What follows belongs to an exercise in optimizing a design on an open flow for a short achievable clock period and few clock cycles; a production flow would make more cautious choices. RTL that was checked went through simulation tests only; none was proved equivalent to the original. For runs 4 and 5, only the layout was checked, not whether the RTL still works. No activity file was given, so power comes from the tool's default toggle rates.

File: run.sh
#!/bin/bash
# synth_recipe.tcl (not shown) runs the flow's synth.tcl, then flattens the netlist and writes it again
# the make line also repeats each setting of config.mk as NAME=value (left out here)
make -C /OpenROAD-flow-scripts/flow DESIGN_CONFIG=/design/flow/config.mk WORK_HOME=/design/flow/orfs CLKGATE_MAP_FILE= SYNTH_SCRIPT=/design/flow/synth_recipe.tcl finish
File: config.mk
export PLATFORM = sky130hd
export DESIGN_NAME = cpu
export DESIGN_NICKNAME = cpu
export VERILOG_FILES = /design/flow/design.v
export SDC_FILE = /design/flow/constraint.sdc
export NUM_CORES = 4
export LEC_CHECK = 0
export CAP_MARGIN = 30
export CORE_MARGIN = 2
export CORE_UTILIZATION = 55
export SETUP_SLACK_MARGIN = 4.6
export SLEW_MARGIN = 30
export SYNTH_HIERARCHICAL = 1
export SYNTH_MINIMUM_KEEP_SIZE = 0
File: constraint.sdc
create_clock -name core_clock -period 7.0 [get_ports {APB_PCLK}]
set_input_delay 1.4000 -clock core_clock [delete_from_list [all_inputs] [get_ports {APB_PCLK}]]
set_output_delay 1.4000 -clock core_clock [all_outputs]
set_load 0.01 [all_outputs]
File: design.v
`timescale 1ns/1ps
package rv_isa_pkg;
	typedef enum logic [6:0] {
		OPC_OP     = 7'b0110011,  
		OPC_OP_IMM = 7'b0010011,  
		OPC_LUI    = 7'b0110111,
		OPC_LOAD   = 7'b0000011,
		OPC_STORE  = 7'b0100011,
		OPC_BRANCH = 7'b1100011,
		OPC_JAL    = 7'b1101111
	} opcode_e;
	typedef enum logic [2:0] {
		F3_ADD_BEQ_SB = 3'b000,
		F3_BNE_SH     = 3'b001,
		F3_SLT_SW     = 3'b010,
		F3_XOR        = 3'b100,
		F3_OR         = 3'b110,
		F3_AND        = 3'b111
	} funct3_e;
	typedef struct packed {
		logic [6:0] funct7;
		logic [4:0] rs2;
		logic [4:0] rs1;
		funct3_e    funct3;
		logic [4:0] rd;
		opcode_e    opcode;
	} r_fmt_t;
	typedef struct packed {
		logic [11:0] imm;
		logic [4:0]  rs1;
		funct3_e     funct3;
		logic [4:0]  rd;
		opcode_e     opcode;
	} i_fmt_t;
	typedef struct packed {
		logic [6:0] imm_hi;
		logic [4:0] rs2;
		logic [4:0] rs1;
		funct3_e    funct3;
		logic [4:0] imm_lo;
		opcode_e    opcode;
	} s_fmt_t;
	typedef struct packed {
		logic       imm_12;
		logic [5:0] imm_10_5;
		logic [4:0] rs2;
		logic [4:0] rs1;
		funct3_e    funct3;
		logic [3:0] imm_4_1;
		logic       imm_11;
		opcode_e    opcode;
	} b_fmt_t;
	typedef struct packed {
		logic [19:0] imm;
		logic [4:0]  rd;
		opcode_e     opcode;
	} u_fmt_t;
	typedef struct packed {
		logic       imm_20;
		logic [9:0] imm_10_1;
		logic       imm_11;
		logic [7:0] imm_19_12;
		logic [4:0] rd;
		opcode_e    opcode;
	} j_fmt_t;
	typedef union packed {
		r_fmt_t r_fmt;
		i_fmt_t i_fmt;
		s_fmt_t s_fmt;
		b_fmt_t b_fmt;
		u_fmt_t u_fmt;
		j_fmt_t j_fmt;
	} instr_u;
endpackage
`timescale 1ns/1ps
package cpu_ctrl_pkg;
	typedef enum logic [3:0] {
		S_IDLE,
		S_FETCH_SETUP,
		S_FETCH_ACCESS,
		S_DECODE,
		S_EXECUTE,
		S_MEM_SETUP,
		S_MEM_ACCESS,
		S_WRITEBACK,
		S_HALT
	} cpu_state_e;
	typedef enum logic [2:0] {
		ALU_ADD,
		ALU_SUB,
		ALU_AND,
		ALU_OR,
		ALU_XOR,
		ALU_SLT  
	} alu_op_e;
	typedef enum logic [1:0] {
		WB_ALU,
		WB_MEM,
		WB_PC4,
		WB_IMM
	} wb_sel_e;
endpackage
`timescale 1ns/1ps
module ks_pg32 (
	input  logic [31:0] p,
	input  logic [31:0] g,
	input  logic        cin,
	output logic [31:0] s
);
	logic [31:0] gl [0:5];
	logic [31:0] pl [0:5];
	assign gl[0] = g;
	assign pl[0] = p;
	for (genvar l = 0; l < 5; l++) begin : lvl
		localparam int D = 1 << l;
		for (genvar i = 0; i < 32; i++) begin : bitl
			if (i < D) begin : pass
				c_inv u_g (.a(gl[l][i]), .y(gl[l + 1][i]));
				assign pl[l + 1][i] = 1'b0;  
			end else begin : comb
				if (l % 2 == 0) begin : t
					c_a21oi u_g (.a1(pl[l][i]), .a2(gl[l][i - D]), .b1(gl[l][i]), .y(gl[l + 1][i]));
					if (i >= 2 * D) begin : pp
						c_nand2 u_p (.a(pl[l][i]), .b(pl[l][i - D]), .y(pl[l + 1][i]));
					end else begin : np
						assign pl[l + 1][i] = 1'b0;  
					end
				end else begin : n
					c_o21ai u_g (.a1(pl[l][i]), .a2(gl[l][i - D]), .b1(gl[l][i]), .y(gl[l + 1][i]));
					if (i >= 2 * D) begin : pp
						c_nor2 u_p (.a(pl[l][i]), .b(pl[l][i - D]), .y(pl[l + 1][i]));
					end else begin : np
						assign pl[l + 1][i] = 1'b0;  
					end
				end
			end
		end
	end
	c_xor2 u_s0 (.a(p[0]), .b(cin), .y(s[0]));
	for (genvar i = 1; i < 32; i++) begin : sm
		c_xnor2 u_s (.a(p[i]), .b(gl[5][i - 1]), .y(s[i]));
	end
endmodule
module ks_add32 (
	input  logic [31:0] a,
	input  logic [31:0] b,
	output logic [31:0] s
);
	logic [31:0] p, g;
	for (genvar i = 0; i < 32; i++) begin : pg
		c_xor2 u_p (.a(a[i]), .b(b[i]), .y(p[i]));
		c_and2 u_g (.a(a[i]), .b(b[i]), .y(g[i]));
	end
	ks_pg32 u_ks (.p(p), .g(g), .cin(1'b0), .s(s));
endmodule
module inc4_32 (
	input  logic [31:0] a,
	output logic [31:0] s
);
	logic [29:0] al [0:5];
	assign al[0] = a[31:2];
	for (genvar l = 0; l < 5; l++) begin : lvl
		localparam int D = 1 << l;
		for (genvar i = 0; i < 30; i++) begin : bitl
			if (i < D) begin : pass
				c_inv u_a (.a(al[l][i]), .y(al[l + 1][i]));
			end else if (l % 2 == 0) begin : t
				c_nand2 u_a (.a(al[l][i]), .b(al[l][i - D]), .y(al[l + 1][i]));
			end else begin : n
				c_nor2 u_a (.a(al[l][i]), .b(al[l][i - D]), .y(al[l + 1][i]));
			end
		end
	end
	assign s[1:0] = a[1:0];
	c_inv u_s0 (.a(a[2]), .y(s[2]));
	for (genvar i = 1; i < 30; i++) begin : sm
		c_xnor2 u_s (.a(a[i + 2]), .b(al[5][i - 1]), .y(s[i + 2]));
	end
endmodule
module ks_pg32c (
	input  logic [31:0] p,
	input  logic [31:0] g,
	input  logic        cin,
	output logic [31:0] s,
	output logic [31:0] co    
);
	logic [31:0] gl [0:5];
	logic [31:0] pl [0:5];
	assign gl[0] = g;
	assign pl[0] = p;
	for (genvar l = 0; l < 5; l++) begin : lvl
		localparam int D = 1 << l;
		for (genvar i = 0; i < 32; i++) begin : bitl
			if (i < D) begin : pass
				c_inv u_g (.a(gl[l][i]), .y(gl[l + 1][i]));
				c_inv u_p (.a(pl[l][i]), .y(pl[l + 1][i]));
			end else if (l % 2 == 0) begin : t
				c_a21oi u_g (.a1(pl[l][i]), .a2(gl[l][i - D]), .b1(gl[l][i]), .y(gl[l + 1][i]));
				c_nand2 u_p (.a(pl[l][i]), .b(pl[l][i - D]), .y(pl[l + 1][i]));
			end else begin : n
				c_o21ai u_g (.a1(pl[l][i]), .a2(gl[l][i - D]), .b1(gl[l][i]), .y(gl[l + 1][i]));
				c_nor2  u_p (.a(pl[l][i]), .b(pl[l][i - D]), .y(pl[l + 1][i]));
			end
		end
	end
	logic        cin_n;
	logic [31:0] c;
	c_inv u_ci (.a(cin), .y(cin_n));
	assign c[0] = cin;
	for (genvar i = 1; i < 32; i++) begin : cy
		c_o21ai u_c (.a1(pl[5][i - 1]), .a2(cin_n), .b1(gl[5][i - 1]), .y(c[i]));
	end
	for (genvar i = 0; i < 32; i++) begin : sm
		c_xor2 u_s (.a(p[i]), .b(c[i]), .y(s[i]));
	end
	assign co = c;
endmodule
`timescale 1ns/1ps
module rf_read #(
	parameter bit FUSE_B = 1'b0   
) (
	input  logic [31:1][31:0] rf,
	input  logic [4:0]        idx,
	input  logic [31:1]       fwd_m,
	input  logic [4:0]        fwd_rd,
	input  logic              fwd_en,
	input  logic [31:0]       fwd_v,
	output logic [31:0]       v,
	input  logic              b_a,
	input  logic              b_b,
	input  logic              b_c,
	input  logic [31:0]       b_i,
	output logic [31:0]       bv
);
	logic [7:0] lo_n;
	logic [3:0] hi_n;
	logic       fsel;
	rf_pre u_pre (.idx(idx), .fwd_rd(fwd_rd), .fwd_en(fwd_en), .lo_n(lo_n), .hi_n(hi_n),
		.fsel(fsel));
	for (genvar d = 0; d < 4; d++) begin : dg
		logic [31:0] oh;
		assign oh[0] = 1'b0;
		for (genvar r = 1; r < 32; r++) begin : ln
			c_nor3 u_o (.a(hi_n[r >> 3]), .b(lo_n[r & 7]), .c(fwd_m[r]), .y(oh[r]));
		end
		for (genvar bb = 0; bb < 8; bb++) begin : bitr
			localparam int B = 8 * d + bb;
			logic [15:0] l1;
			logic [3:0]  l2;
			logic [1:0]  l3;
			c_a22oi u_p0 (.a1(rf[1][B]), .a2(oh[1]), .b1(fwd_v[B]), .b2(fsel), .y(l1[0]));
			for (genvar k = 1; k < 16; k++) begin : pr
				c_a22oi u_p (.a1(rf[2 * k][B]), .a2(oh[2 * k]), .b1(rf[2 * k + 1][B]),
					.b2(oh[2 * k + 1]), .y(l1[k]));
			end
			for (genvar k = 0; k < 4; k++) begin : q
				c_nand4 u_q (.a(l1[4 * k]), .b(l1[4 * k + 1]), .c(l1[4 * k + 2]),
					.d(l1[4 * k + 3]), .y(l2[k]));
			end
			c_nor2  u_h0 (.a(l2[0]), .b(l2[1]), .y(l3[0]));
			c_nor2  u_h1 (.a(l2[2]), .b(l2[3]), .y(l3[1]));
			c_nand2 u_o  (.a(l3[0]), .b(l3[1]), .y(v[B]));
			if (FUSE_B) begin : fb
				logic m_a, m_b, m_c;
				c_nand2 u_ma (.a(v[B]), .b(b_a), .y(m_a));
				c_nand3 u_mb (.a(l3[0]), .b(l3[1]), .c(b_b), .y(m_b));
				c_nand2 u_mc (.a(b_i[B]), .b(b_c), .y(m_c));
				c_nand3 u_bv (.a(m_a), .b(m_b), .c(m_c), .y(bv[B]));
			end else begin : nb
				assign bv[B] = 1'b0;
			end
		end
	end
endmodule
module rf_pre (
	input  logic [4:0] idx,
	input  logic [4:0] fwd_rd,
	input  logic       fwd_en,
	output logic [7:0] lo_n,
	output logic [3:0] hi_n,
	output logic       fsel
);
	logic [4:0] idx_n;
	for (genvar i = 0; i < 5; i++) begin : iv
		c_inv u_i (.a(idx[i]), .y(idx_n[i]));
	end
	for (genvar k = 0; k < 8; k++) begin : lo
		c_nand3 u_l (.a(k[0] ? idx[0] : idx_n[0]), .b(k[1] ? idx[1] : idx_n[1]),
			.c(k[2] ? idx[2] : idx_n[2]), .y(lo_n[k]));
	end
	for (genvar h = 0; h < 4; h++) begin : hi
		c_nand2 u_h (.a(h[0] ? idx[3] : idx_n[3]), .b(h[1] ? idx[4] : idx_n[4]), .y(hi_n[h]));
	end
	logic [4:0] eqb;
	logic [1:0] fn;
	for (genvar i = 0; i < 5; i++) begin : eq
		c_xnor2 u_e (.a(idx[i]), .b(fwd_rd[i]), .y(eqb[i]));
	end
	c_nand3 u_f0 (.a(eqb[0]), .b(eqb[1]), .c(eqb[2]), .y(fn[0]));
	c_nand3 u_f1 (.a(eqb[3]), .b(eqb[4]), .c(fwd_en), .y(fn[1]));
	c_nor2  u_f2 (.a(fn[0]), .b(fn[1]), .y(fsel));
endmodule
`timescale 1ns/1ps
module c_inv (input logic a, output logic y);
	assign y = ~a;
endmodule
module c_nand2 (input logic a, b, output logic y);
	assign y = ~(a & b);
endmodule
module c_nor2 (input logic a, b, output logic y);
	assign y = ~(a | b);
endmodule
module c_nand4 (input logic a, b, c, d, output logic y);
	assign y = ~(a & b & c & d);
endmodule
module c_xor2 (input logic a, b, output logic y);
	assign y = a ^ b;
endmodule
module c_xnor2 (input logic a, b, output logic y);
	assign y = ~(a ^ b);
endmodule
module c_a22oi (input logic a1, a2, b1, b2, output logic y);
	assign y = ~((a1 & a2) | (b1 & b2));
endmodule
module c_a21oi (input logic a1, a2, b1, output logic y);
	assign y = ~((a1 & a2) | b1);
endmodule
module c_o21ai (input logic a1, a2, b1, output logic y);
	assign y = ~((a1 | a2) & b1);
endmodule
module c_a21o (input logic a1, a2, b1, output logic y);
	assign y = (a1 & a2) | b1;
endmodule
module c_and2 (input logic a, b, output logic y);
	assign y = a & b;
endmodule
module c_a222oi (input logic a1, a2, b1, b2, c1, c2, output logic y);
	assign y = ~((a1 & a2) | (b1 & b2) | (c1 & c2));
endmodule
module c_nand3 (input logic a, b, c, output logic y);
	assign y = ~(a & b & c);
endmodule
module c_nor3 (input logic a, b, c, output logic y);
	assign y = ~(a | b | c);
endmodule
module c_mux2 (input logic a0, a1, s, output logic y);
	assign y = s ? a1 : a0;
endmodule
`timescale 1ns/1ps
`timescale 1ns/1ps
module cpu (
	input  logic                       APB_PCLK,
	input  logic                       APB_PRESETn,
	output logic [32-1:0] paddr,
	output logic [32-1:0] pwdata,
	input  logic [32-1:0] prdata,
	output logic                       psel,
	output logic                       penable,
	output logic                       pwrite,
	output logic [3:0]                 pstrb,
	input  logic                       pready,
	output logic                       halted,
	output logic [32-1:0] pc
);
	logic s_idle, s_fs, s_fa, s_bb, s_bm, s_ms, s_ma, s_halt;
	logic psel_q, penable_q, pwrite_q;
	logic [31:0] iw;
	logic [6:0]  opc;
	logic [2:0]  f3;
	logic        d_op, d_opi, d_lui, d_ld, d_st, d_br, d_jal, d_mem, d_halt;
	assign iw   = prdata;
	assign opc  = iw[6:0];
	assign f3   = iw[14:12];
	assign d_op   = opc[4] & ~opc[2] & opc[5];
	assign d_opi  = opc[4] & ~opc[2] & ~opc[5];
	assign d_lui  = opc[4] & opc[2];
	assign d_ld   = ~opc[4] & ~opc[6] & ~opc[5];
	assign d_st   = ~opc[4] & ~opc[6] & opc[5];
	assign d_br   = ~opc[4] & opc[6] & ~opc[2];
	assign d_jal  = ~opc[4] & opc[6] & opc[2];
	assign d_mem  = ~opc[4] & ~opc[6];
	assign d_halt = (iw == 32'h0000_0000);
	logic fa_done, ma_done;
	assign fa_done = s_fa & pready;
	assign ma_done = s_ma & pready;
	logic [31:1][31:0] rf;
	logic [31:1]       rd1h_q;
	logic [31:0]       res_q;
	logic              pend_q;
	logic [4:0]        rdb_q;
	logic [31:1]       fwd_m;
	logic              fwd_en;
	assign fwd_m  = rd1h_q & {31{pend_q}};
	assign fwd_en = pend_q & (rdb_q != 5'd0);
	always_ff @(posedge APB_PCLK) begin
		for (int r = 1; r < 32; r++) begin
			if (pend_q & rd1h_q[r]) rf[r] <= res_q;
		end
	end
	logic [31:0] rs1_val, rs2_val;
	logic [31:0] bb;
	logic        s_a, s_b, s_c;
	logic [31:0] bimm_x;
	rf_read u_rd1 (.rf(rf), .idx(iw[19:15]), .fwd_m(fwd_m), .fwd_rd(rdb_q), .fwd_en(fwd_en),
		.fwd_v(res_q), .v(rs1_val), .b_a(1'b0), .b_b(1'b0), .b_c(1'b0), .b_i(32'd0), .bv());
	rf_read #(.FUSE_B(1'b1)) u_rd2 (.rf(rf), .idx(iw[24:20]), .fwd_m(fwd_m), .fwd_rd(rdb_q), .fwd_en(fwd_en),
		.fwd_v(res_q), .v(rs2_val), .b_a(s_a), .b_b(s_b), .b_c(s_c), .b_i(bimm_x), .bv(bb));
	logic [31:0] imm_i, imm_s, imm_u, imm_b, imm_j;
	assign imm_i = {{20{iw[31]}}, iw[31:20]};
	assign imm_s = {{20{iw[31]}}, iw[31:25], iw[11:7]};
	assign imm_u = {iw[31:12], 12'b0};
	assign imm_b = {{19{iw[31]}}, iw[31], iw[7], iw[30:25], iw[11:8], 1'b0};
	assign imm_j = {{11{iw[31]}}, iw[31], iw[19:12], iw[20], iw[30:21], 1'b0};
	logic [31:0] pc_q;
	logic [31:0] pc_plus4;
	inc4_32 u_padd (.a(pc_q), .s(pc_plus4));
	logic [31:0] tgt_j;
	ks_add32 u_jadd (.a(pc_q), .b(imm_j), .s(tgt_j));
	logic        inv, use_rs2;
	logic [31:0] b_imm, b_pass;
	assign inv     = (d_op & f3 == 3'b000 & iw[30]) | ((d_op | d_opi) & f3 == 3'b010);
	assign use_rs2 = d_op | d_br;
	assign b_imm   = d_st ? imm_s : imm_i;
	assign bimm_x  = b_imm ^ {32{inv}};
	assign s_a     = use_rs2 & ~inv;
	assign s_b     = use_rs2 & inv;
	assign s_c     = ~use_rs2;
	assign b_pass = d_lui ? imm_u : pc_plus4;
	logic [31:0] a_q, bb_q, b_q, s_q, imm_q;
	logic        cin_q;
	logic        sel_sum_q, sel_slt_q, sel_xor_q, sel_or_q, sel_and_q, sel_b_q;
	logic        bne_q;
	logic [1:0]  sz_q;
	always_ff @(posedge APB_PCLK) begin
		a_q   <= rs1_val;
		bb_q  <= bb;
		b_q   <= b_pass;
		s_q   <= rs2_val;
		imm_q <= imm_b;
		cin_q <= inv;
		sel_sum_q <= (d_op | d_opi) & f3 == 3'b000;
		sel_slt_q <= (d_op | d_opi) & f3 == 3'b010;
		sel_xor_q <= (d_op | d_opi) & f3 == 3'b100;
		sel_or_q  <= (d_op | d_opi) & f3 == 3'b110;
		sel_and_q <= (d_op | d_opi) & f3 == 3'b111;
		sel_b_q   <= d_lui | d_jal;
		bne_q <= f3[0];
		sz_q  <= f3[1:0];
	end
	logic ld_q;
	logic [31:0] pc4_q;
	always_ff @(posedge APB_PCLK) begin
		if (fa_done) begin
			ld_q   <= d_ld;
			pc4_q  <= pc_plus4;
			rdb_q  <= iw[11:7];
			for (int r = 1; r < 32; r++) rd1h_q[r] <= (iw[11:7] == 5'(r));
		end
	end
	logic [31:0] sum, p_q, g_q;
	for (genvar i = 0; i < 32; i++) begin : pg
		c_xor2 u_p (.a(a_q[i]), .b(bb_q[i]), .y(p_q[i]));
		c_and2 u_g (.a(a_q[i]), .b(bb_q[i]), .y(g_q[i]));
	end
	logic [31:0] cy;
	logic        c31_n;
	ks_pg32c u_add (.p(p_q), .g(g_q), .cin(cin_q), .s(sum), .co(cy));
	c_inv u_c31 (.a(cy[31]), .y(c31_n));
	logic [31:0] maddr;
	ks_add32 u_madd (.a(a_q), .b(bb_q), .s(maddr));
	logic        take;
	logic [31:0] tgt;
	assign take = (p_q == 32'd0) ^ bne_q;
	ks_add32 u_tadd (.a(pc_q), .b(imm_q), .s(tgt));
	logic [3:0]  strb_c;
	logic [31:0] wdat_c;
	always_comb begin
		case (sz_q)
			2'b00:   strb_c = 4'b0001 << maddr[1:0];
			2'b01:   strb_c = maddr[1] ? 4'b1100 : 4'b0011;
			default: strb_c = 4'b1111;
		endcase
		case (sz_q)
			2'b00:   wdat_c = {4{s_q[7:0]}};
			2'b01:   wdat_c = {2{s_q[15:0]}};
			default: wdat_c = s_q;
		endcase
	end
	logic [31:0] paddr_q;
	logic [3:0]  strb_q;
	logic [31:0] wdat_q;
	logic        direct;
	logic        jump;
	assign direct = fa_done & ~d_halt & ~d_br & ~d_jal & ~d_mem;
	assign jump   = fa_done & ~d_halt & d_jal;
	logic        a_dir, a_jmp, a_tgt, a_pc4, a_sum, a_hold_p, a_hold_a;
	logic [31:0] pc_nxt, paddr_nxt;
	assign a_dir    = APB_PRESETn & direct;
	assign a_jmp    = APB_PRESETn & jump;
	assign a_tgt    = APB_PRESETn & s_bb & take;
	assign a_pc4    = APB_PRESETn & ((s_bb & ~take) | ma_done);
	assign a_sum    = APB_PRESETn & s_bm;
	assign a_hold_p = APB_PRESETn & ~(direct | jump | s_bb | ma_done);
	assign a_hold_a = APB_PRESETn & ~(direct | jump | s_bb | s_bm | ma_done);
	for (genvar i = 0; i < 32; i++) begin : pcn
		logic n1, n2, n3, n4, m1, m3;
		c_a22oi u_n1 (.a1(tgt[i]), .a2(a_tgt), .b1(pc4_q[i]), .b2(a_pc4), .y(n1));
		c_a22oi u_n2 (.a1(pc_plus4[i]), .a2(a_dir), .b1(maddr[i]), .b2(a_sum), .y(n2));
		c_nand2 u_n3 (.a(paddr_q[i]), .b(a_hold_a), .y(n3));
		c_nand2 u_n4 (.a(tgt_j[i]), .b(a_jmp), .y(n4));
		c_nand4 u_a  (.a(n1), .b(n2), .c(n3), .d(n4), .y(paddr_nxt[i]));
		c_nand2 u_m1 (.a(pc_plus4[i]), .b(a_dir), .y(m1));
		c_nand2 u_m3 (.a(pc_q[i]), .b(a_hold_p), .y(m3));
		c_nand4 u_p  (.a(n1), .b(m1), .c(m3), .d(n4), .y(pc_nxt[i]));
	end
	always_ff @(posedge APB_PCLK) begin
		pc_q    <= pc_nxt;
		paddr_q <= paddr_nxt;
	end
	logic [35:0] sw_nxt;
	for (genvar i = 0; i < 36; i++) begin : swm
		c_mux2 u_m (.a0(i < 32 ? wdat_q[i % 32] : strb_q[i % 4]), .a1(i < 32 ? wdat_c[i % 32] : strb_c[i % 4]),
			.s(s_bm), .y(sw_nxt[i]));
	end
	always_ff @(posedge APB_PCLK) begin
		wdat_q <= sw_nxt[31:0];
		strb_q <= sw_nxt[35:32];
	end
	logic [31:0] raw_q;
	logic [31:0] res_e, res_o;
	logic        go_alu_q, go_ld_q;
	logic        k_sum, k1, k2n, res0_n;
	assign res_e = ({32{sel_xor_q}} & p_q) |
		({32{sel_or_q}} & (p_q | g_q)) |
		({32{sel_and_q}} & g_q) |
		({32{sel_b_q}} & b_q);
	assign res_o = ({32{go_alu_q}} & res_e) | ({32{go_ld_q}} & raw_q) |
		({32{~(go_alu_q | go_ld_q)}} & res_q);
	assign k_sum = go_alu_q & sel_sum_q;
	assign k1    = go_alu_q & sel_slt_q & p_q[31];
	assign k2n   = ~((go_alu_q & sel_slt_q & ~p_q[31] & g_q[31]) | res_o[0]);
	logic [31:0] res_nxt;
	c_a22oi u_r0a (.a1(sum[0]), .a2(k_sum), .b1(c31_n), .b2(k1), .y(res0_n));
	c_nand2 u_r0b (.a(res0_n), .b(k2n), .y(res_nxt[0]));
	for (genvar i = 1; i < 32; i++) begin : rs
		c_a21o u_r (.a1(sum[i]), .a2(k_sum), .b1(res_o[i]), .y(res_nxt[i]));
	end
	always_ff @(posedge APB_PCLK) begin
		raw_q <= prdata;
	end
	always_ff @(posedge APB_PCLK) begin
		res_q <= res_nxt;
	end
	logic n_fs, n_fa, n_bb, n_bm, n_ms, n_ma;
	assign n_fs = s_idle | direct | jump | s_bb | ma_done;
	assign n_fa = s_fs | (s_fa & ~pready);
	assign n_bb = fa_done & ~d_halt & d_br;
	assign n_bm = fa_done & ~d_halt & d_mem;
	assign n_ms = s_bm;
	assign n_ma = s_ms | (s_ma & ~pready);
	always_ff @(posedge APB_PCLK) begin
		if (!APB_PRESETn) begin
			s_idle    <= 1'b1;
			s_fs      <= 1'b0;
			s_fa      <= 1'b0;
			s_bb      <= 1'b0;
			s_bm      <= 1'b0;
			s_ms      <= 1'b0;
			s_ma      <= 1'b0;
			s_halt    <= 1'b0;
			psel_q    <= 1'b0;
			penable_q <= 1'b0;
			pwrite_q  <= 1'b0;
			go_alu_q  <= 1'b0;
			go_ld_q   <= 1'b0;
			pend_q    <= 1'b0;
		end else begin
			s_idle    <= 1'b0;
			s_fs      <= n_fs;
			s_fa      <= n_fa;
			s_bb      <= n_bb;
			s_bm      <= n_bm;
			s_ms      <= n_ms;
			s_ma      <= n_ma;
			s_halt    <= s_halt | (fa_done & d_halt);
			psel_q    <= n_fs | n_fa | n_ms | n_ma;
			penable_q <= n_fa | n_ma;
			pwrite_q  <= fa_done ? (d_st & ~d_halt) : ma_done ? 1'b0 : pwrite_q;
			go_alu_q  <= fa_done & ~d_halt & (d_op | d_opi | d_lui | d_jal);
			go_ld_q   <= ma_done & ld_q;
			pend_q    <= go_alu_q | go_ld_q;
		end
	end
	assign psel    = psel_q;
	assign penable = penable_q;
	assign pwrite  = pwrite_q;
	assign halted  = s_halt;
	assign pc      = pc_q;
	assign pstrb   = strb_q;
	assign paddr   = paddr_q;
	assign pwdata  = wdat_q;
endmodule
==> results of run 1 <==
-- flip-flops by register name, summed over array words and instances (netlist names), 32 cells and up --
register / flops
rf: 992
a_q: 32
b_q: 32
bb_q: 32
paddr_q: 32
pc4_q: 32
pc_q: 32
res_q: 32
s_q: 32
wdat_q: 32
-- timing repair --
action	in CTS	in global routing
pin swaps	477	223
gates resized for setup	1685	233
endpoints found under the setup margin	797	293
buffers inserted	580	82
gates cloned	34	3
-- how the worst max path moves through the flow --
| stage | from | end | slack, ps | depth (start not counted) |
|---|---|---|---|---|
| 3_5_place_dp | prdata[20] | bb_q[24] | 1690 | 10 |
| 4_1_cts | pc_q[24] | pc[24] | 4220 | 2 |
| 5_1_grt | prdata[0] | pc_q[11] | 4160 | 10 |
| 6_report | prdata[17] | a_q[15] | 4150 | 13 |
| 2_1_floorplan | prdata[4] | paddr_q[0] | 3350 | 6 |
| 3_3_place_gp | prdata[20] | bb_q[24] | 1640 | 10 |
-- tightest hold or removal path, cell delays in order, from the launching register on --
cell	delay [ps]
sky130_fd_sc_hd__dfxtp_1	310
sky130_fd_sc_hd__nor2_1	50
sky130_fd_sc_hd__nor2_1	70
-- metal layers --
layer | share of wire [%] | wire length, um | vias up
li1 | - | - | 24415
met4 | 10 | 33200 | 12
met3 | 13 | 42900 | 1366
met2 | 42 | 136000 | 5123
met1 | 34 | 111000 | 30187
met5 | 0.057 | 184 | -
-- final cells by class --
type,instances,area [sq um],share of cell area [%]
Tap cell,1742,2180,2.29
Clock inverter,74,908,0.954
Inverter,208,827,0.868
Timing Repair Buffer,931,11700,12.3
Antenna cell,5,12.5,0.0131
Sequential cell,1374,38500,40.4
Multi-Input combinational cell,4052,37200,39.1
Clock buffer,191,3920,4.11
-- power groups by stage --
stage          logic, mW  registers, mW  clock network [mW]
3_5_place_dp        2.77           9.54                   0
3_3_place_gp        2.76           9.54                   0
5_1_grt             3.71           9.45                8.27
4_1_cts             3.30           9.42                7.93
6_report            3.64           9.46                7.93
2_1_floorplan       1.57           9.51                   0
-- per-stage QoR --
| stage | worst slack, ps | hold slack (ps) |
|---|---|---|
| 2_1_floorplan | 3350 | 427 |
| 3_3_place_gp | 1640 | 443 |
| 3_5_place_dp | 1690 | 459 |
| 4_1_cts | 4220 | 449 |
| 5_1_grt | 4160 | 461 |
| 6_report | 4150 | 452 |
==> summary.log, run 1 <==
INFO  outcome        status=no timing/DRC/antenna violations
INFO  global_routing grt-ovfl-total=0
INFO  sta            timing.final.crit_share=40.7%
INFO  final_layout   utilization=73.8%
INFO  sta            unrepaired_setup_endpoints_after_global_routing=true
INFO  final_layout   fin_cells=8577
INFO  floorplanning  core-area=0.129sqmm
INFO  global_routing gr-max-usage-layer=met2
INFO  global_routing groute.usage.overall=47.4%
INFO  cts            numClockSinks=1374
INFO  final_layout   final_nets=6747
INFO  cts            cts-root-to-sink-buffers=3
INFO  cts            clk-insertion-delay-late=820ps
INFO  final_layout   final.fill_count=8260
INFO  sta            setup-tns-final=0ps
INFO  hold_path      worstHoldEndpoint=s_fs
INFO  setup_path     regToRegStartpoint=rdb_q[3]
INFO  sta            drv_slew=0
INFO  power          p_int=14.9mW
INFO  final_layout   areaGrowthSynthToFinish=33.3%
INFO  cts            numCtsBuffers=145
INFO  global_routing met2_usage=69.1%
INFO  power          report.power.total=21.0mW
INFO  setup_path     path_class=in -> reg
INFO  placement      routabilityCongestion=1.02
INFO  final_layout   post_route_cells_drive_above_1_share=50.7%
INFO  route          antenna_violating_nets_post_route=0
INFO  global_routing grt_max_degree=41
INFO  cts            ctsRootBufferMaster=sky130_fd_sc_hd__clkbuf_16
INFO  setup_path     critical_path.reg2reg.endpoint=bb_q[5]
INFO  setup_path     rr_worst_depth=13
INFO  global_routing antenna_found_initial=14
INFO  sta            fin_skew=60.5ps
INFO  power          clock_power_share=37.7%
INFO  yosys          syn_area=0.0714sqmm
INFO  setup_path     worstPathRequired=7680ps
INFO  route          num_vias=61103
INFO  global_routing first_global_vias=58336
INFO  floorplanning  floorplan.die.width=364um
INFO  sta            fmax=351MHz
INFO  setup_path     critical_path.startpoint_type=primary input
INFO  setup_path     timing.critical_path.arrival=3540ps
INFO  power          pwr_density_cell=221mW/mm^2
INFO  setup_path     crit_family=buffers and inverters
INFO  sta            timing.max_slew.rel_slack=34.2%
INFO  floorplanning  die_height=364um
INFO  setup_path     critical_path.max_fanout=8
INFO  sta            finalWorstPathRequiredPeriod=2850ps
INFO  power          combinationalPowerShare=17.3%
INFO  sta            finalHoldViolations=0
INFO  hold_path      holdPathStages=2
INFO  route          drt-vias-per-instance=7.12
INFO  placement      detailed_place.area=0.0767sqmm
INFO  cts            cts-hold-fix-buffers=0
INFO  sta            setup-violations-final=0
INFO  power          pwr-share-seq=45.0%
INFO  final_layout   layout_commonest_cell=sky130_fd_sc_hd__a22oi_2
INFO  setup_path     crit_path_top_delay_cell=sky130_fd_sc_hd__buf_12
INFO  setup_path     timing.critical_path.to_type=flip-flop
INFO  yosys          synth.yosys.warnings=20
INFO  placement      numPortBuffers=138
INFO  power          maximum_vdd_ir_drop=276uV
INFO  cts            clock_tree_from_tritoncts=yes
INFO  route          drt_pre_antenna_iters=10
INFO  setup_path     ff2ff_setup_slack=4230ps
INFO  cts            worst_setup_hold_path_clk_slew=60ps
INFO  power          power_switching_share=29.2%
INFO  placement      hpwl_reported_at_the_end_of_detailed_placement=195mm
INFO  yosys          synthesis.area_per_instance=12.6squm
INFO  setup_path     cp_cell_sequence=buf_6 -> buf_12 -> clkinvlp_4 -> buf_6 -> nand3_4 -> buf_12 -> buf_6 -> nor3_4 -> buf_12 -> a22oi_2 -> nand4_1 -> nor2_2 -> nand2_1
INFO  final_layout   final_cell_area=0.0953sqmm
INFO  run            max_cap_viol_count=0
INFO  floorplanning  floorplan.rows=132
INFO  cts            cts-htree-levels=4
INFO  floorplanning  floorplan.initialDensity=55.3%
INFO  power          power_switching=6.15mW
INFO  route          post-route-drc-count=0
INFO  placement      placed_cells=7607
INFO  floorplanning  fp.dieArea=0.133sqmm
INFO  setup_path     critPathMaxStageDelay=240ps
INFO  hold_path      min_path_type=reg -> reg
INFO  route          drt-total-wl=323mm
INFO  floorplanning  design.portCount=139
INFO  power          static-leakage-power=31.4nW
INFO  route          dr.first_iter.drc_count=9733
INFO  final_layout   layout.cells.most_common_list=1089 x sky130_fd_sc_hd__a22oi_2, 1061 x sky130_fd_sc_hd__edfxtp_1, 497 x sky130_fd_sc_hd__nand2_1
INFO  sta            timing_worst_slew_pin_value=988ps
INFO  global_routing grtUsageMet1=57.3%
INFO  route          route.detailed.wl_per_inst=37.7um
INFO  global_routing grtUsageMet3=16.5%
INFO  hold_path      hold_path.startpoint=s_idle
INFO  setup_path     cp.buffers_inverters=7
INFO  yosys          postSynthCellCount=5658
INFO  global_routing grt_pass1_wl=441mm
Testbench counts, summed over its fixed seeds: cycles 54,967.
==> inputs of run 2 (changes only) <==
==> flow/run.sh (new file) <==
#!/bin/bash
# The standard ORFS layout, with gate resizing allowed to change a cell's footprint
# (the sky130hd platform otherwise limits the timing repair to same-footprint swaps).
# The synthesis step is the standard one, unchanged.
set -euo pipefail
bash standard.sh synth > synth.log 2>&1
bash standard.sh MATCH_CELL_FOOTPRINT=0 finish > layout.log 2>&1
==> standard.sh (new file) <==
#!/bin/bash
# synth_recipe.tcl (not shown) runs the flow's synth.tcl, then flattens the netlist and writes it again
# the make line also repeats each setting of config.mk as NAME=value (left out here)
make -C /OpenROAD-flow-scripts/flow DESIGN_CONFIG=/design/flow/config.mk WORK_HOME=/design/flow/orfs CLKGATE_MAP_FILE= SYNTH_SCRIPT=/design/flow/synth_recipe.tcl "${@:-finish}"
--- a/config.mk
+++ b/config.mk
@@ -10,3 +10,3 @@
 export CORE_UTILIZATION = 55
-export SETUP_SLACK_MARGIN = 4.6
+export SETUP_SLACK_MARGIN = 4.3
 export SLEW_MARGIN = 30
removed: run.sh
==> summary.log, run 2 <==
INFO  sta            fmax=329MHz
INFO  run            max_cap_viol_count=0
INFO  placement      post-place-ws=1690ps
INFO  sta            timing_worst_slew_pin_value=1190ps
INFO  floorplanning  floorplan.initialDensity=55.3%
INFO  setup_path     critPathMaxStageDelay=430ps
INFO  yosys          synth.yosys.warnings=20
INFO  cts            numClockSinks=1374
INFO  power          pwr_density_cell=227mW/mm^2
INFO  final_layout   number_of_flip_flops_in_the_largest_register=992
INFO  final_layout   final_nets=6654
INFO  route          antenna_violating_nets_post_route=0
INFO  sta            finalHoldViolations=0
INFO  route          num_vias=59663
INFO  global_routing antenna_found_initial=16
INFO  cts            worst_setup_hold_path_clk_slew=70ps
INFO  placement      routabilityCongestion=1.03
INFO  setup_path     cp.buffers_inverters=5
INFO  final_layout   fin_cells=8496
INFO  power          static-leakage-power=30.3nW
INFO  yosys          postSynthCellCount=5658
INFO  final_layout   layout_commonest_cell=sky130_fd_sc_hd__a22oi_2
INFO  route          drt_pre_antenna_iters=13
INFO  sta            postLayoutSetupSlackWorst=3960ps
INFO  sta            fin_skew=58.2ps
INFO  outcome        status=no timing/DRC/antenna violations
INFO  cts            cts-root-to-sink-buffers=3
INFO  yosys          synthesis.area_per_instance=12.6squm
INFO  sta            setup-tns-final=0ps
INFO  setup_path     cp_cell_sequence=clkbuf_2 -> nor3_1 -> nand4b_1 -> o31ai_4 -> buf_6 -> nor2_4 -> buf_12 -> buf_12 -> clkbuf_16 -> a22oi_2 -> nand4_1
INFO  setup_path     timing.critical_path.to_type=flip-flop
INFO  floorplanning  fp.dieArea=0.133sqmm
INFO  sta            timing.final.crit_share=43.5%
INFO  setup_path     timing.critical_path.arrival=3690ps
INFO  final_layout   areaGrowthSynthToFinish=29.2%
INFO  global_routing grt_pass1_wl=416mm
INFO  cts            ctsRootBufferMaster=sky130_fd_sc_hd__clkbuf_16
INFO  floorplanning  floorplan.die.width=364um
INFO  cts            cts-htree-levels=4
INFO  setup_path     critical_path.startpoint_type=primary input
INFO  sta            drv_slew=0
INFO  setup_path     crit_path_top_delay_cell=sky130_fd_sc_hd__nor3_1
INFO  global_routing first_global_vias=55467
INFO  route          post-route-drc-count=0
INFO  cts            numCtsBuffers=147
INFO  floorplanning  die_height=364um
INFO  yosys          syn_area=0.0714sqmm
INFO  route          drt-vias-per-instance=7.02
INFO  sta            timing.max_slew.rel_slack=20.4%
INFO  global_routing groute.usage.overall=44.5%
INFO  global_routing grt-ovfl-total=0
INFO  power          maximum_vdd_ir_drop=237uV
INFO  placement      hpwl_reported_at_the_end_of_detailed_placement=194mm
INFO  cts            clk-insertion-delay-late=810ps
INFO  final_layout   post_route_cells_drive_above_1_share=47.0%
INFO  route          route.detailed.wl_per_inst=36.3um
INFO  setup_path     worstPathRequired=7650ps
INFO  final_layout   final.fill_count=8750
INFO  placement      placed_cells=7614
INFO  floorplanning  floorplan.rows=132
INFO  setup_path     worst_path_most_repeated_cell=sky130_fd_sc_hd__buf_12
INFO  setup_path     critical_path.max_fanout=10
INFO  final_layout   register_with_the_most_flip_flops=rf
INFO  sta            unrepaired_setup_endpoints_after_global_routing=true
INFO  power          report.power.total=20.9mW
INFO  route          drt-total-wl=308mm
INFO  floorplanning  design.portCount=139
INFO  global_routing grt_max_degree=41
INFO  sta            setup-violations-final=0
INFO  hold_path      min_path_type=reg -> reg
INFO  cts            clock_tree_from_tritoncts=yes
INFO  floorplanning  core-area=0.129sqmm
INFO  final_layout   layout.cells.most_common_list=1089 x sky130_fd_sc_hd__a22oi_2, 1061 x sky130_fd_sc_hd__edfxtp_1, 530 x sky130_fd_sc_hd__nand2_1
INFO  sta            finalWorstPathRequiredPeriod=3040ps
INFO  setup_path     crit_family=simple AND/OR/NAND/NOR gates
INFO  setup_path     path_class=in -> reg
INFO  route          dr.first_iter.drc_count=9366
INFO  final_layout   utilization=71.5%
INFO  placement      numPortBuffers=138
[run 2: area by class of cell]
type                            instances  area, sq um  share of cell area, %
Sequential cell                      1374        38300                   41.5
Tap cell                             1742         2180                   2.36
Antenna cell                           12         30.0                 0.0325
Clock buffer                          204         4200                   4.55
Timing Repair Buffer                  834         9640                   10.4
Inverter                              208          821                  0.889
Clock inverter                         68          848                  0.919
Multi-Input combinational cell       4054        36200                   39.3
[run 2: repair_timing]
action	in CTS	in global routing
cloned	22	10
buffers inserted	348	218
pin swaps	196	217
hold buffers	0	0
endpoints found under the hold margin	0	0
endpoints found under the setup margin	465	245
gates resized for setup	964	285
[run 2: report_power, final]
group          internal, mW  switching [mW]  leakage, nW
Clock                  4.70            3.48         2.43
Combinational          1.08            2.26         15.4
Sequential             9.09           0.336         12.5
[run 2: worst paths after layout]
check,cells after the start,slack [ps],endpoint,from
max reg2reg,9,4120,paddr_q[16],a_q[3]
min reg2reg,2,460,pc_q[21],pc4_q[21]
min,2,460,pc_q[21],pc4_q[21]
max,11,3960,paddr_q[12],prdata[4]
[run 2: layer usage]
metal,share of wire (%),GRT usage (%),vias to the layer above
met2,43,64.5,4589
met3,13,12.8,1159
met1,35,56.4,29662
met4,9.2,33.5,16
met5,0.089,0.726,-
li1,-,-,24237
[run 2: metrics by stage]
stage	area (sq um)	hold slack, ps
after detailed placement	76800	454
final	92300	465
after global routing	92300	479
after floorplan	72400	427
after CTS	88700	467
after global placement	76600	439
[run 2: worst min-delay path, cell delays in order, from the launching register on]
cell	delay, ps
sky130_fd_sc_hd__edfxtp_1	330
sky130_fd_sc_hd__a22oi_2	60
sky130_fd_sc_hd__nand4_1	80
==> inputs of run 3 (changes only) <==
==> flow/run.sh (replaced) <==
#!/bin/bash
# The standard ORFS layout, except that from clock tree synthesis on, the timing repair may
# resize a cell to one of another footprint (the sky130hd platform otherwise limits it to
# same-footprint swaps). Synthesis, floorplan and placement are the standard ones.
set -euo pipefail
bash standard.sh synth > synth.log 2>&1
bash standard.sh place > place.log 2>&1
bash standard.sh MATCH_CELL_FOOTPRINT=0 finish > layout.log 2>&1
==> summary.log, run 3 <==
INFO  outcome        status=no timing/DRC/antenna violations
INFO  setup_path     timing.critical_path.arrival=3570ps
INFO  floorplanning  design.portCount=139
INFO  floorplanning  die_height=364um
INFO  setup_path     crit_path_top_delay_cell=sky130_fd_sc_hd__nor2_2
INFO  global_routing first_global_vias=56459
INFO  sta            postLayoutSetupSlackWorst=4110ps
INFO  route          wl_met1=107mm
INFO  route          drt-total-wl=313mm
INFO  cts            cts-hold-fix-buffers=0
INFO  final_layout   final_cell_area=0.0914sqmm
INFO  route          route.detailed.wl_per_inst=37.1um
INFO  cts            cts-htree-levels=4
INFO  power          report.power.total=20.7mW
INFO  setup_path     crit_family=simple AND/OR/NAND/NOR gates
INFO  final_layout   areaGrowthSynthToFinish=28.0%
INFO  setup_path     cp_cell_sequence=buf_16 -> clkinvlp_4 -> buf_6 -> nand3_4 -> buf_12 -> buf_4 -> nor3_4 -> buf_12 -> a22oi_2 -> nand4_1 -> nor2_2 -> nand2_1 -> nand2_1 -> nand3_1
INFO  placement      post-place-ws=1690ps
INFO  cts            clk-insertion-delay-late=820ps
INFO  final_layout   layout_commonest_cell=sky130_fd_sc_hd__a22oi_2
INFO  sta            finalHoldViolations=0
INFO  cts            clock_tree_from_tritoncts=yes
INFO  global_routing groute.usage.overall=45.8%
INFO  power          static-leakage-power=29.9nW
INFO  hold_path      min_path_type=reg -> reg
INFO  route          maxUsedRoutingLayer=met5
INFO  final_layout   multi_input_area=0.0363sqmm
INFO  sta            finalWorstPathRequiredPeriod=2890ps
INFO  placement      placed_cells=7607
INFO  floorplanning  floorplan.initialDensity=55.3%
INFO  sta            fin_skew=62.0ps
INFO  final_layout   seq_area=0.0384sqmm
INFO  route          route.met2.wl=133mm
INFO  setup_path     worstPathRequired=7680ps
INFO  floorplanning  fp.dieArea=0.133sqmm
INFO  setup_path     critical_path.max_fanout=8
INFO  route          post-route-drc-count=0
INFO  sta            unrepaired_setup_endpoints_after_global_routing=true
INFO  sta            timing.final.crit_share=41.2%
INFO  final_layout   final_nets=6595
INFO  final_layout   post_route_cells_drive_above_1_share=47.3%
INFO  yosys          synth.yosys.warnings=20
INFO  setup_path     path_class=in -> reg
INFO  sta            timing.max_slew.rel_slack=29.7%
INFO  final_layout   layout.cells.most_common_list=1089 x sky130_fd_sc_hd__a22oi_2, 1061 x sky130_fd_sc_hd__edfxtp_1, 542 x sky130_fd_sc_hd__nand2_1
INFO  yosys          synthesis.area_per_instance=12.6squm
INFO  global_routing grt_max_degree=41
INFO  sta            fmax=347MHz
INFO  placement      detailed_place.area=0.0767sqmm
INFO  route          met3WireLength=42.1mm
INFO  global_routing antenna_found_initial=16
INFO  setup_path     timing.critical_path.to_type=flip-flop
INFO  floorplanning  floorplan.rows=132
INFO  cts            numCtsBuffers=145
INFO  final_layout   fin_cells=8423
INFO  yosys          postSynthCellCount=5658
INFO  final_layout   final.fill_count=8862
INFO  setup_path     cp.buffers_inverters=6
INFO  route          num_vias=59803
INFO  placement      numPortBuffers=138
INFO  route          drt-vias-per-instance=7.10
INFO  global_routing grt_pass1_wl=427mm
INFO  setup_path     critical_path.startpoint_type=primary input
INFO  sta            setup-tns-final=0ps
INFO  power          maximum_vdd_ir_drop=275uV
INFO  cts            cts-root-to-sink-buffers=3
INFO  global_routing grt-ovfl-total=0
INFO  sta            timing_worst_slew_pin_value=1050ps
INFO  yosys          syn_area=0.0714sqmm
INFO  route          antenna_violating_nets_post_route=0
INFO  cts            worst_setup_hold_path_clk_slew=70ps
INFO  floorplanning  floorplan.die.width=364um
INFO  cts            ctsRootBufferMaster=sky130_fd_sc_hd__clkbuf_16
INFO  floorplanning  core-area=0.129sqmm
INFO  power          pwr_density_cell=227mW/mm^2
INFO  sta            setup-violations-final=0
INFO  placement      hpwl_reported_at_the_end_of_detailed_placement=195mm
INFO  placement      routabilityCongestion=1.02
INFO  route          dr.first_iter.drc_count=9246
INFO  run            max_cap_viol_count=0
INFO  setup_path     critPathMaxStageDelay=270ps
INFO  final_layout   register_with_the_most_flip_flops=rf
INFO  sta            drv_slew=0
INFO  final_layout   number_of_flip_flops_in_the_largest_register=992
INFO  cts            numClockSinks=1374
INFO  route          drt_pre_antenna_iters=10
## run 3: repair_timing
action                                  in CTS  in global routing
cloned                                      21                  7
resized for setup                         1010                363
buffers inserted                           419                101
endpoints found under the setup margin     349                263
pin swaps                                  199                130
## run 3: final timing paths
path,startpoint,end,slack (ps),cells past startpoint
worst max-delay path,prdata[22],bb_q[5],4110,14
worst min-delay path,pc4_q[8],paddr_q[8],450,2
worst max register to register,a_q[1],res_q[17],4150,9
worst min register to register,pc4_q[8],paddr_q[8],450,2
## run 3: where the power goes
group | switching, mW | internal [mW] | total (mW)
registers | 0.330 | 9.09 | 9.42
clock network | 3.39 | 4.54 | 7.93
logic | 2.29 | 1.08 | 3.36
total | 6.01 | 14.7 | 20.7
## run 3: layout make-up
| cell class | instances | area share (%) |
|---|---|---|
| Antenna cell | 3 | 0.00821 |
| Clock inverter | 74 | 0.993 |
| Multi-Input combinational cell | 4052 | 39.7 |
| Sequential cell | 1374 | 42.0 |
| Inverter | 208 | 0.902 |
| Tap cell | 1742 | 2.38 |
| Timing Repair Buffer | 779 | 9.78 |
| Clock buffer | 191 | 4.28 |
## run 3: layer usage
metal  global-route usage, %  vias up
li1                        -    24076
met1                    56.0    29459
met2                    66.9     4991
met3                    15.7     1259
met4                    35.0       18
met5                   0.472        -
## run 3: through the flow
| step | util (%) | hold WS [ps] |
|---|---|---|
| 6_report | 70.8 | 455 |
| 5_1_grt | 70.8 | 465 |
| 4_1_cts | 68.8 | 449 |
| 3_5_place_dp | 59.4 | 459 |
| 3_3_place_gp | 59.3 | 443 |
| 2_1_floorplan | - | 427 |
## run 3: worst reg2reg max path, delay by kind of cell, from the launching register on
family,cells,cell delay [ps]
and+or+nand+nor,5,920
xor gates and xnor gates,2,680
AOI/OAI and AO/OA,2,660
DFF,1,480
==> inputs of run 4 (changes only) <==
--- a/design.v
+++ b/design.v
@@ -376,3 +376,3 @@
 	assign d_lui  = opc[4] & opc[2];
-	assign d_ld   = ~opc[4] & ~opc[6] & ~opc[5];
+	assign d_ld   = ~opc[4] & ~opc[6] & ~opc[5] & opc[0];
 	assign d_st   = ~opc[4] & ~opc[6] & opc[5];
@@ -380,3 +380,3 @@
 	assign d_jal  = ~opc[4] & opc[6] & opc[2];
-	assign d_mem  = ~opc[4] & ~opc[6];
+	assign d_mem  = ~opc[4] & ~opc[6] & opc[0];
 	assign d_halt = (iw == 32'h0000_0000);
@@ -470,5 +470,18 @@
 	ks_add32 u_madd (.a(a_q), .b(bb_q), .s(maddr));
-	logic        take;
 	logic [31:0] tgt;
-	assign take = (p_q == 32'd0) ^ bne_q;
+	logic [15:0] z1;
+	logic [3:0]  z2;
+	logic [1:0]  z3;
+	logic        eq, neq;
+	for (genvar j = 0; j < 16; j++) begin : zd1
+		c_nor2 u_z (.a(p_q[2 * j]), .b(p_q[2 * j + 1]), .y(z1[j]));
+	end
+	for (genvar j = 0; j < 4; j++) begin : zd2
+		c_nand4 u_z (.a(z1[4 * j]), .b(z1[4 * j + 1]), .c(z1[4 * j + 2]), .d(z1[4 * j + 3]),
+			.y(z2[j]));
+	end
+	c_nor2  u_z30 (.a(z2[0]), .b(z2[1]), .y(z3[0]));
+	c_nor2  u_z31 (.a(z2[2]), .b(z2[3]), .y(z3[1]));
+	c_nand2 u_zne (.a(z3[0]), .b(z3[1]), .y(neq));
+	c_inv   u_zeq (.a(neq), .y(eq));
 	ks_add32 u_tadd (.a(pc_q), .b(imm_q), .s(tgt));
@@ -493,4 +506,4 @@
 	logic        jump;
-	assign direct = fa_done & ~d_halt & ~d_br & ~d_jal & ~d_mem;
-	assign jump   = fa_done & ~d_halt & d_jal;
+	assign direct = fa_done & opc[4];    
+	assign jump   = fa_done & d_jal;
 	logic        a_dir, a_jmp, a_tgt, a_pc4, a_sum, a_hold_p, a_hold_a;
@@ -499,4 +512,10 @@
 	assign a_jmp    = APB_PRESETn & jump;
-	assign a_tgt    = APB_PRESETn & s_bb & take;
-	assign a_pc4    = APB_PRESETn & ((s_bb & ~take) | ma_done);
+	logic t_eq, t_ne, t_ma_n, a_tgt_n, a_pc4_u;
+	assign t_eq   = APB_PRESETn & s_bb & ~bne_q;
+	assign t_ne   = APB_PRESETn & s_bb & bne_q;
+	assign t_ma_n = ~(APB_PRESETn & ma_done);
+	c_a22oi u_at (.a1(t_eq), .a2(eq), .b1(t_ne), .b2(neq), .y(a_tgt_n));
+	c_inv   u_ai (.a(a_tgt_n), .y(a_tgt));
+	c_a22oi u_ap (.a1(t_eq), .a2(neq), .b1(t_ne), .b2(eq), .y(a_pc4_u));
+	c_nand2 u_an (.a(a_pc4_u), .b(t_ma_n), .y(a_pc4));
 	assign a_sum    = APB_PRESETn & s_bm;
@@ -556,4 +575,4 @@
 	assign n_fa = s_fs | (s_fa & ~pready);
-	assign n_bb = fa_done & ~d_halt & d_br;
-	assign n_bm = fa_done & ~d_halt & d_mem;
+	assign n_bb = fa_done & d_br;
+	assign n_bm = fa_done & d_mem;
 	assign n_ms = s_bm;
@@ -587,4 +606,4 @@
 			penable_q <= n_fa | n_ma;
-			pwrite_q  <= fa_done ? (d_st & ~d_halt) : ma_done ? 1'b0 : pwrite_q;
-			go_alu_q  <= fa_done & ~d_halt & (d_op | d_opi | d_lui | d_jal);
+			pwrite_q  <= fa_done ? d_st : ma_done ? 1'b0 : pwrite_q;
+			go_alu_q  <= direct | jump;
 			go_ld_q   <= ma_done & ld_q;
==> run.sh (new file) <==
#!/bin/bash
# synth_recipe.tcl (not shown) runs the flow's synth.tcl, then flattens the netlist and writes it again
# the make line also repeats each setting of config.mk as NAME=value (left out here)
make -C /OpenROAD-flow-scripts/flow DESIGN_CONFIG=/design/flow/config.mk WORK_HOME=/design/flow/orfs CLKGATE_MAP_FILE= SYNTH_SCRIPT=/design/flow/synth_recipe.tcl finish
removed: flow/run.sh
removed: standard.sh
==> summary.log, run 4 <==
INFO  sta            drv_slew=0
INFO  floorplanning  floorplan.initialDensity=55.3%
INFO  sta            timing_worst_slew_pin_value=1080ps
INFO  setup_path     timing.critical_path.to_type=flip-flop
INFO  outcome        status=no timing/DRC/antenna violations
INFO  setup_path     critical_path.max_fanout=8
INFO  setup_path     cp.buffers_inverters=7
INFO  floorplanning  fp.dieArea=0.133sqmm
INFO  final_layout   multi_input_area=0.0365sqmm
INFO  route          drt_pre_antenna_iters=10
INFO  final_layout   areaGrowthSynthToFinish=26.7%
INFO  global_routing grt_max_degree=41
INFO  final_layout   post_route_cells_drive_above_1_share=46.6%
INFO  cts            clock_tree_from_tritoncts=yes
INFO  setup_path     cp_cell_sequence=buf_2 -> buf_12 -> buf_6 -> buf_12 -> xnor2_1 -> nand3_1 -> nor2_4 -> clkbuf_16 -> buf_16 -> buf_12 -> a22oi_2 -> nand4_1 -> nor2_1 -> nand2_1
INFO  run            max_cap_viol_count=0
INFO  setup_path     worst_path_most_repeated_cell=sky130_fd_sc_hd__buf_12
INFO  sta            fin_skew=62.9ps
INFO  cts            clk-insertion-delay-late=830ps
INFO  final_layout   layout_commonest_cell=sky130_fd_sc_hd__a22oi_2
INFO  global_routing antenna_found_initial=19
INFO  setup_path     critical_path.startpoint_type=primary input
INFO  global_routing grt-ovfl-total=0
INFO  final_layout   final_cell_area=0.0906sqmm
INFO  setup_path     worstPathRequired=7630ps
INFO  final_layout   layout.cells.most_common_list=1091 x sky130_fd_sc_hd__a22oi_2, 1061 x sky130_fd_sc_hd__edfxtp_1, 549 x sky130_fd_sc_hd__nand2_1
INFO  cts            ctsRootBufferMaster=sky130_fd_sc_hd__clkbuf_16
INFO  floorplanning  floorplan.rows=132
INFO  route          num_vias=58999
INFO  setup_path     crit_path_top_delay_cell=sky130_fd_sc_hd__nand4_1
INFO  placement      hpwl_reported_at_the_end_of_detailed_placement=200mm
INFO  route          dr.first_iter.drc_count=9191
INFO  final_layout   final.fill_count=8871
INFO  final_layout   seq_area=0.0384sqmm
INFO  floorplanning  design.portCount=139
INFO  route          route.detailed.wl_per_inst=37.0um
INFO  setup_path     critPathMaxStageDelay=220ps
INFO  power          maximum_vdd_ir_drop=250uV
INFO  placement      numPortBuffers=138
INFO  cts            worst_setup_hold_path_clk_slew=60ps
INFO  sta            unrepaired_setup_endpoints_after_global_routing=true
INFO  power          static-leakage-power=29.2nW
INFO  sta            finalHoldViolations=0
INFO  setup_path     crit_family=buffers and inverters
INFO  floorplanning  floorplan.die.width=365um
INFO  cts            numCtsBuffers=147
INFO  cts            numClockSinks=1374
INFO  route          post-route-drc-count=0
INFO  cts            cts-root-to-sink-buffers=3
INFO  final_layout   number_of_flip_flops_in_the_largest_register=992
INFO  power          pwr_density_cell=231mW/mm^2
INFO  floorplanning  core-area=0.129sqmm
INFO  sta            timing.final.crit_share=40.4%
INFO  hold_path      min_path_type=reg -> reg
INFO  floorplanning  die_height=365um
INFO  placement      routabilityCongestion=1.04
INFO  final_layout   final_nets=6512
INFO  setup_path     timing.critical_path.arrival=3460ps
INFO  sta            finalWorstPathRequiredPeriod=2830ps
INFO  sta            timing.max_slew.rel_slack=27.1%
INFO  global_routing groute.usage.overall=45.4%
INFO  global_routing first_global_vias=55339
INFO  yosys          postSynthCellCount=5672
INFO  yosys          synth.yosys.warnings=20
INFO  final_layout   register_with_the_most_flip_flops=rf
INFO  route          drt-vias-per-instance=7.07
INFO  sta            setup-tns-final=0ps
INFO  setup_path     critical_path_cell_count=14
INFO  route          antenna_violating_nets_post_route=0
INFO  yosys          synthesis.area_per_instance=12.6squm
INFO  sta            fmax=353MHz
INFO  setup_path     rr_worst_depth=9
INFO  cts            cts-htree-levels=4
INFO  yosys          syn_area=0.0715sqmm
INFO  placement      detailed_place.area=0.0767sqmm
INFO  setup_path     path_class=in -> reg
INFO  sta            setup-violations-final=0
INFO  global_routing grt_pass1_wl=423mm
INFO  route          drt-total-wl=309mm
INFO  hold_path      holdPathStages=2
-- run 4: cell types whose count changed in the layout (fill, tap and decap cells not counted), moves of 8 or more --
cell,previous run,this run
sky130_fd_sc_hd__buf_16,16,8
sky130_fd_sc_hd__buf_2,19,64
sky130_fd_sc_hd__buf_4,397,308
sky130_fd_sc_hd__buf_6,125,97
sky130_fd_sc_hd__clkbuf_2,14,2
sky130_fd_sc_hd__clkbuf_8,8,16
sky130_fd_sc_hd__clkdlybuf4s50_1,1,9
sky130_fd_sc_hd__dfxtp_1,181,192
sky130_fd_sc_hd__dlymetal6s2s_1,9,1
sky130_fd_sc_hd__nor2_2,57,85
sky130_fd_sc_hd__nor2_4,38,24
sky130_fd_sc_hd__xor2_1,73,60
sky130_fd_sc_hd__xor2_4,22,41
-- run 4: per-layer routing --
metal	vias to the layer above	part of all wire (%)	GRT usage, %
met1	29200	36	58.6
met5	-	0.070	0
met4	22	8.8	32.3
met2	4726	42	65.5
li1	23936	-	-
met3	1115	13	13.3
-- run 4: what timing repair did --
action | in CTS | in global routing
setup buffers | 336 | 90
gates cloned | 16 | 3
pin swaps | 197 | 121
gates resized for setup | 1194 | 252
hold buffers | 0 | 0
endpoints found under the setup margin | 340 | 187
-- run 4: area by class of cell --
class | count | share of cell area [%]
Sequential cell | 1374 | 42.4
Multi-Input combinational cell | 4063 | 40.3
Timing Repair Buffer | 684 | 8.60
Clock buffer | 206 | 4.52
Tap cell | 1742 | 2.41
Clock inverter | 69 | 0.961
Inverter | 207 | 0.900
Antenna cell | 4 | 0.0110
-- run 4: path summary, 6_finish.rpt --
kind	from	to	slack, ps
worst max-delay path	prdata[17]	a_q[20]	4170
worst min-delay path	s_halt	s_halt	450
worst max register to register	a_q[11]	res_q[23]	4230
worst min register to register	s_halt	s_halt	450
-- run 4: metrics by stage --
| step | std cells | hold slack (ps) | setup WS, ps | power [mW] | utilization, % |
|---|---|---|---|---|---|
| after floorplan | 5675 | 439 | 2610 | 11.0 | - |
| after global placement | 7621 | 447 | 1560 | 12.3 | 59.2 |
| after detailed placement | 7625 | 441 | 1510 | 12.3 | 59.3 |
| after CTS | 8252 | 451 | 4140 | 20.6 | 68.4 |
| after global routing | 8345 | 476 | 4210 | 21.3 | 70.1 |
| final | 8349 | 447 | 4170 | 20.9 | 70.1 |
-- run 4: tightest hold or removal path, cell delays in order (launching register included) --
cell and delay, ps:
sky130_fd_sc_hd__dfxtp_2 320, sky130_fd_sc_hd__nand2_1 50, sky130_fd_sc_hd__o41ai_1 50
-- run 4: where the power goes --
| group | internal, mW | total [mW] | switching (mW) | leakage, nW |
|---|---|---|---|---|
| clock network | 4.56 | 8.05 | 3.49 | 2.40 |
| logic | 1.06 | 3.42 | 2.35 | 14.4 |
| registers | 9.06 | 9.43 | 0.363 | 12.5 |
==> inputs of run 5 (changes only) <==
--- a/config.mk
+++ b/config.mk
@@ -9,3 +9,3 @@
 export CORE_MARGIN = 2
-export CORE_UTILIZATION = 55
+export CORE_UTILIZATION = 60
 export SETUP_SLACK_MARGIN = 4.3
==> summary.log, run 5 <==
INFO  yosys          synth.yosys.warnings=20
INFO  route          antenna_violating_nets_post_route=0
INFO  sta            setup-tns-final=0ps
INFO  final_layout   final_nets=6473
INFO  final_layout   layout_commonest_cell=sky130_fd_sc_hd__a22oi_2
INFO  floorplanning  core-area=0.118sqmm
INFO  sta            postLayoutSetupSlackWorst=4120ps
INFO  setup_path     critical_path.startpoint_type=primary input
INFO  floorplanning  die_height=349um
INFO  hold_path      hold_path.startpoint=wdat_q[3]
INFO  final_layout   number_of_flip_flops_in_the_largest_register=992
INFO  power          maximum_vdd_ir_drop=276uV
INFO  yosys          synthesis.area_per_instance=12.6squm
INFO  global_routing first_global_vias=56426
INFO  global_routing groute.usage.overall=47.2%
INFO  floorplanning  fp.dieArea=0.122sqmm
INFO  setup_path     timing.critical_path.arrival=3570ps
INFO  yosys          syn_area=0.0715sqmm
INFO  floorplanning  floorplan.die.width=349um
INFO  setup_path     critical_path.reg2reg.endpoint=paddr_q[3]
INFO  placement      routabilityCongestion=1.06
INFO  power          static-leakage-power=28.8nW
INFO  setup_path     timing.critical_path.from=prdata[21]
INFO  hold_path      worstHoldEndpoint=wdat_q[3]
INFO  sta            finalHoldViolations=0
INFO  sta            drv_slew=0
INFO  cts            clk-insertion-delay-late=820ps
INFO  setup_path     regToRegStartpoint=bb_q[27]
INFO  setup_path     critical_path.max_fanout=8
INFO  sta            timing_worst_slew_pin_value=1070ps
INFO  final_layout   layout.cells.most_common_list=1091 x sky130_fd_sc_hd__a22oi_2, 1061 x sky130_fd_sc_hd__edfxtp_1, 533 x sky130_fd_sc_hd__nand2_1
INFO  route          post-route-drc-count=0
INFO  hold_path      min_path_type=reg -> reg
INFO  sta            setup-violations-final=0
INFO  route          dr.first_iter.drc_count=10337
INFO  placement      post-place-ws=1630ps
INFO  route          drt-total-wl=297mm
INFO  global_routing antenna_found_initial=14
INFO  cts            cts-hold-fix-buffers=0
INFO  global_routing grt_pass1_wl=409mm
INFO  route          drt-vias-per-instance=7.36
INFO  floorplanning  floorplan.initialDensity=60.6%
INFO  route          route.detailed.wl_per_inst=36.6um
INFO  placement      numPortBuffers=138
INFO  outcome        status=no timing/DRC/antenna violations
INFO  final_layout   utilization=75.8%
INFO  cts            cts-htree-levels=4
INFO  hold_path      holdPathStages=1
INFO  setup_path     timing.critical_path.to_type=flip-flop
INFO  final_layout   areaGrowthSynthToFinish=25.1%
INFO  floorplanning  design.portCount=139
INFO  route          drt_pre_antenna_iters=15
INFO  cts            ctsRootBufferMaster=sky130_fd_sc_hd__clkbuf_16
INFO  placement      detailed_place.area=0.0765sqmm
INFO  setup_path     worstPathRequired=7690ps
INFO  power          report.power.total=20.4mW
INFO  sta            fmax=347MHz
INFO  final_layout   final_cell_area=0.0895sqmm
INFO  global_routing grt-ovfl-total=0
INFO  run            max_cap_viol_count=0
INFO  route          num_vias=59673
INFO  floorplanning  floorplan.rows=126
INFO  sta            unrepaired_setup_endpoints_after_global_routing=true
INFO  cts            worst_setup_hold_path_clk_slew=60ps
INFO  cts            numCtsBuffers=144
INFO  final_layout   register_with_the_most_flip_flops=rf
INFO  setup_path     path_class=in -> reg
INFO  sta            fin_skew=81.7ps
INFO  sta            timing.final.crit_share=41.2%
INFO  sta            finalWorstPathRequiredPeriod=2880ps
INFO  sta            timing.max_slew.rel_slack=27.9%
INFO  cts            cts-root-to-sink-buffers=3
INFO  power          pwr_density_cell=228mW/mm^2
INFO  global_routing grt_max_degree=44
INFO  cts            clock_tree_from_tritoncts=yes
INFO  setup_path     rr_worst_depth=9
INFO  setup_path     ff2ff_setup_slack=4160ps
INFO  yosys          postSynthCellCount=5672
INFO  placement      hpwl_reported_at_the_end_of_detailed_placement=189mm
INFO  cts            numClockSinks=1374
INFO  final_layout   post_route_cells_drive_above_1_share=45.9%
INFO  final_layout   final.fill_count=7192
[run 5: critical path: stages]
cell	delay, ps
sky130_fd_sc_hd__buf_6	100
sky130_fd_sc_hd__buf_12	130
sky130_fd_sc_hd__buf_4	170
sky130_fd_sc_hd__nand3_4	210
sky130_fd_sc_hd__buf_12	230
sky130_fd_sc_hd__buf_4	150
sky130_fd_sc_hd__nor3_4	40
sky130_fd_sc_hd__buf_12	160
sky130_fd_sc_hd__a22oi_2	160
sky130_fd_sc_hd__nand4_1	290
sky130_fd_sc_hd__nor2_4	260
sky130_fd_sc_hd__nand2_1	110
sky130_fd_sc_hd__nand2_1	80
sky130_fd_sc_hd__nand3_1	60
[run 5: per-layer routing]
metal | track usage [%] | part of all wire (%) | vias to the layer above
li1 | - | - | 23841
met1 | 57.8 | 34 | 29240
met2 | 68.6 | 42 | 5171
met3 | 15.9 | 14 | 1405
met4 | 36.9 | 9.8 | 16
met5 | 0 | 0.086 | -
[run 5: worst max path at each step]
stage / depth (start not counted) / to / slack (ps)
global route: 14 / bb_q[3] / 4140
finish: 14 / bb_q[8] / 4120
global placement: 10 / bb_q[19] / 1630
detailed placement: 10 / bb_q[18] / 1630
CTS: 2 / pc[29] / 4220
floorplan: 7 / paddr_q[10] / 2610
[run 5: layout make-up]
cell class | count | area [sq um] | share of cell area, %
Tap cell | 1536 | 1920 | 2.15
Inverter | 207 | 816 | 0.912
Timing Repair Buffer | 648 | 7200 | 8.05
Antenna cell | 11 | 27.5 | 0.0308
Multi-Input combinational cell | 4063 | 36400 | 40.7
Clock buffer | 190 | 3890 | 4.35
Clock inverter | 78 | 835 | 0.933
Sequential cell | 1374 | 38400 | 42.9
[run 5: power breakdown]
part	total [mW]	internal (mW)	switching (mW)
sequential	9.41	9.07	0.344
combinational	3.22	1.00	2.22
clock	7.78	4.37	3.41
[run 5: what timing repair did]
item                       in CTS  in global routing
setup buffers                 299                 97
setup endpoints to repair     339                184
resized for setup            1136                227
cloned                         14                  3
pin swaps                     160                125
[run 5: through the flow]
| stage | std cells | hold slack (ps) |
|---|---|---|
| 2_1_floorplan | 5675 | 439 |
| 3_3_place_gp | 7412 | 460 |
| 3_5_place_dp | 7415 | 468 |
| 4_1_cts | 7996 | 479 |
| 5_1_grt | 8097 | 490 |
| 6_report | 8107 | 479 |

separate check: timing with driven ports:
How much do the figures lean on ideal ports? The routed layouts below were timed once more, with nothing changed but the port constraints.
Step 1 (the two cells are an assumption about what drives the block):
set clk [get_ports {APB_PCLK}]
set_driving_cell -lib_cell sky130_fd_sc_hd__clkbuf_16 $clk
set_driving_cell -lib_cell sky130_fd_sc_hd__buf_2 [delete_from_list [all_inputs] $clk]
Step 2 moves the port delays by t, midway between the first and last clock arrival at a register: inputs arrive t later, outputs are due t later. That takes back most of the time a late clock gives input paths.
Slacks: ideal / step 1 / step 2; pairs: ideal / step 1.
run | shift t [ns] | setup WS [ns] | hold slack, ns | worst slew at a driven data input, ns | pins driven straight from the clock port
run 1 | 0.874 | 4.148 / 4.154 / 3.311 | 0.452 / 0.452 / 0.452 | 0.10 | 1
run 2 | 0.857 | 3.957 / 4.011 / 3.154 | 0.465 / 0.465 / 0.465 | 0.09 | 1
run 3 | 0.879 | 4.115 / 4.112 / 3.233 | 0.455 / 0.455 / 0.455 | 0.10 | 1
run 4 | 0.881 | 4.169 / 4.159 / 3.291 | 0.447 / 0.447 / 0.447 | 0.14 | 1
run 5 | 0.855 | 4.116 / 4.095 / 3.241 | 0.479 / 0.479 / 0.479 | 0.11 | 1
After both steps setup and hold are still met in every run listed. The setup slack of run 3, which loses most, moves by -0.003 ns with the drivers and by -0.882 ns with both steps.
